From an optimization exercise on the open Yosys and OpenROAD flow, aimed at small area, a short achievable clock period and few clock cycles per item; shortcuts taken in it are not production practice.
In this exercise RTL edits were held to simulation tests only and were not proved equivalent to the original.

Setup of job 8639:
==> flow/design.v (excerpt) <==
module binary_op_pipe
#(
  parameter int ParamBitWidth = 32,
  parameter int ParamLatency  = 2,
  parameter int ParamTagWidth = 8
) (
  input  logic                     clk,
  input  logic                     reset,
  input  logic                     in_valid,
  output logic                     in_ready,
  input  logic [3:0]               in_op,
  input  logic [ParamBitWidth-1:0] in_lhs,
  input  logic [ParamBitWidth-1:0] in_rhs,
  input  logic [ParamTagWidth-1:0] in_tag,
  output logic                     out_valid,
  input  logic                     out_ready,
  output logic [ParamBitWidth-1:0] out_result,
  output logic [ParamTagWidth-1:0] out_tag,
  output logic                     out_ovf,
  output logic                     out_zero,
  output logic                     out_illegal
);
  logic        iv;           
  logic [3:0]  iop;
  logic [31:0] ia;           
  logic [31:0] ib;           
  logic [7:0]  itag;
  ...
Size: about 130 I/O pins, about 24000 sq um of cells after synthesis.
export LEC_CHECK = 0
export ABC_AREA = 1
export CAP_MARGIN = 50
export CORE_MARGIN = 2
export CORE_UTILIZATION = 45
export PLACE_DENSITY = 0.6
export SLEW_MARGIN = 65
create_clock -name core_clock -period 12.0 [get_ports {clk}]
run.sh (not shown) runs the stock make flow with config.mk's settings and CLKGATE_MAP_FILE= SYNTH_SCRIPT=/design/flow/synth_recipe.tcl, a recipe that flattens the netlist after the stock synthesis.
Job 8639 completed; timing, DRC and antenna clean
Testbench counts of job 8639, summed over its fixed seeds: cycles 22,384, items 16,000.
## Diff of input files: job 1729 against job 8639
--- a/flow/config.mk
+++ b/flow/config.mk
@@ -8,6 +8,6 @@
 export ABC_AREA = 1
-export CAP_MARGIN = 50
+export CAP_MARGIN = 65
 export CORE_MARGIN = 2
-export CORE_UTILIZATION = 45
-export PLACE_DENSITY = 0.6
-export SLEW_MARGIN = 65
+export CORE_UTILIZATION = 50
+export PLACE_DENSITY = 0.65
+export SLEW_MARGIN = 75
==> results.txt <==
In summary, job 1729 completed successfully, with a layout that passed the timing, DRC and antenna checks. Slowest cell on the critical path = sky130_fd_sc_hd__ha_1: job 8639; slowest cell on the critical path = sky130_fd_sc_hd__clkdlybuf4s50_1: job 1729. Relative to job 8639, net total in the final layout increased by about 1.4% in job 1729. Diff job 8639 -> job 1729: cell area after layout saw an increase; maximum net fanout on the critical path climbed 35. Per the comparison of job 1729 with job 8639, worst hold slack fell 0.0079 ns; ratio of final minimum period to clock period decreased 0.97 points. Diff job 8639 -> job 1729: worst setup slack rose by 0.12 ns; utilization rose by 7.0 points; floorplan die width fell by about 5%; fraction of met1 tracks used by global routing rose by 3.9 points.
For job 758, these inputs were changed with respect to job 1729:
--- a/flow/config.mk
+++ b/flow/config.mk
@@ -8,3 +8,3 @@
 export ABC_AREA = 1
-export CAP_MARGIN = 65
+export CAP_MARGIN = 50
 export CORE_MARGIN = 2
## What came out
- Compared with job 1729, in job 758 global-route wire length before repair was more or less identical; transition time at the pin with the least slew margin went up by 0.0041 ns; global-route usage was more or less identical.
- met2 usage in global routing, job 758 and job 1729, lower one = job 758.
- Status: sequential share of cell area parity (job 1729, job 758)
- The end point of the critical path comes out ib[21] in one run and ib[27] in the other, namely in job 758 and job 1729 respectively.
- Diff job 1729 -> job 758: total length of routed wires climbed about 0.33%; design area held; minimum period implied by the final worst setup slack now sits lower.

---

Setup of v25:
Starting RTL as in the previous note.
clock: 12.0 ns
lec_check: 0
abc_area: 1
cap_margin: 50
core_margin: 2
core_utilization: 40
place_density: 0.6
slew_margin: 65
Per the final summary, v25 finished and its layout is clean on timing, DRC and antenna.
Testbench counts of v25, summed over its fixed seeds: cycles 22,384, items 16,000.
For v50, these inputs were changed with respect to v25:
- changing CORE_UTILIZATION from 40 to 50
- changing PLACE_DENSITY from 0.6 to 0.65
[summary]
In the tables for v25 and v50, number of global-route vias before repair reads higher with v25.
Number of fillers in the final layout for v50: about 30% down relative to v25
Re area fraction in compound gates after synthesis: no difference whatsoever between v50 and v25.
Between v25 and v50, the difference in area occupied by multi-input gates is negligible.
Comparing v50 against v25, there is no change at all in buffer count from post-CTS setup fixing.
Against v25, v50 reports a register-to-register setup slack that is higher.
Share of the clock period used by the worst path down 1.1 points in v50 wrt v25
What v54 does differently from v50 at the input level:
- PLACE_DENSITY changed from 0.65 to 0.7
- CORE_UTILIZATION changed from 50 to 58
Notes after the runs:
v54 — share of the clock period used by the worst path 2.1 points higher, v50 as reference
v54 gives less die area than v50 did.
Between v50 and v54, area added between synthesis and finish is higher for v50, v54 comes in under that.

## port drivers added, routing unchanged
The results above use ideal ports. As a check the final layouts listed here were re-extracted and re-timed, cells and wires unchanged.
Step 1 sets driving cells, clkbuf_16 on the clock port and buf_2 on the other inputs (assumed; they add their load-dependent delay and slew).
Step 2 also shifts input and output timing later by t, the mid clock arrival at the registers, as if the neighbouring blocks saw the same clock.
a / b / c = ideal / step 1 / step 2; a / b = the first two.
| run | t, ns | setup WS [ns] | worst setup path at the end | latest minus earliest clock arrival (ns) | slew at the worst register clock pin (ns) |
|---|---|---|---|---|---|
| job 8639 | 0.644 | 7.846 / 7.846 / 7.325 | input to register | 0.017 / 0.018 | 0.07 / 0.07 |
| job 1729 | 0.643 | 7.962 / 7.997 / 7.355 | input to register | 0.018 / 0.017 | 0.07 / 0.07 |
| job 758 | 0.645 | 7.989 / 8.024 / 7.379 | input to register | 0.036 / 0.037 | 0.06 / 0.06 |
| v25 | 0.653 | 7.747 / 7.747 / 7.211 | input to register | 0.028 / 0.027 | 0.07 / 0.07 |
| v50 | 0.653 | 7.877 / 7.877 / 7.510 | input to register | 0.041 / 0.042 | 0.07 / 0.07 |
| v54 | 0.643 | 7.626 / 7.626 / 7.297 | input to register | 0.018 / 0.018 | 0.07 / 0.07 |
After both steps setup and hold are still met in every run listed. For job 758, which loses most, drivers alone change the setup slack by +0.035 ns; drivers and shift together by -0.610 ns.
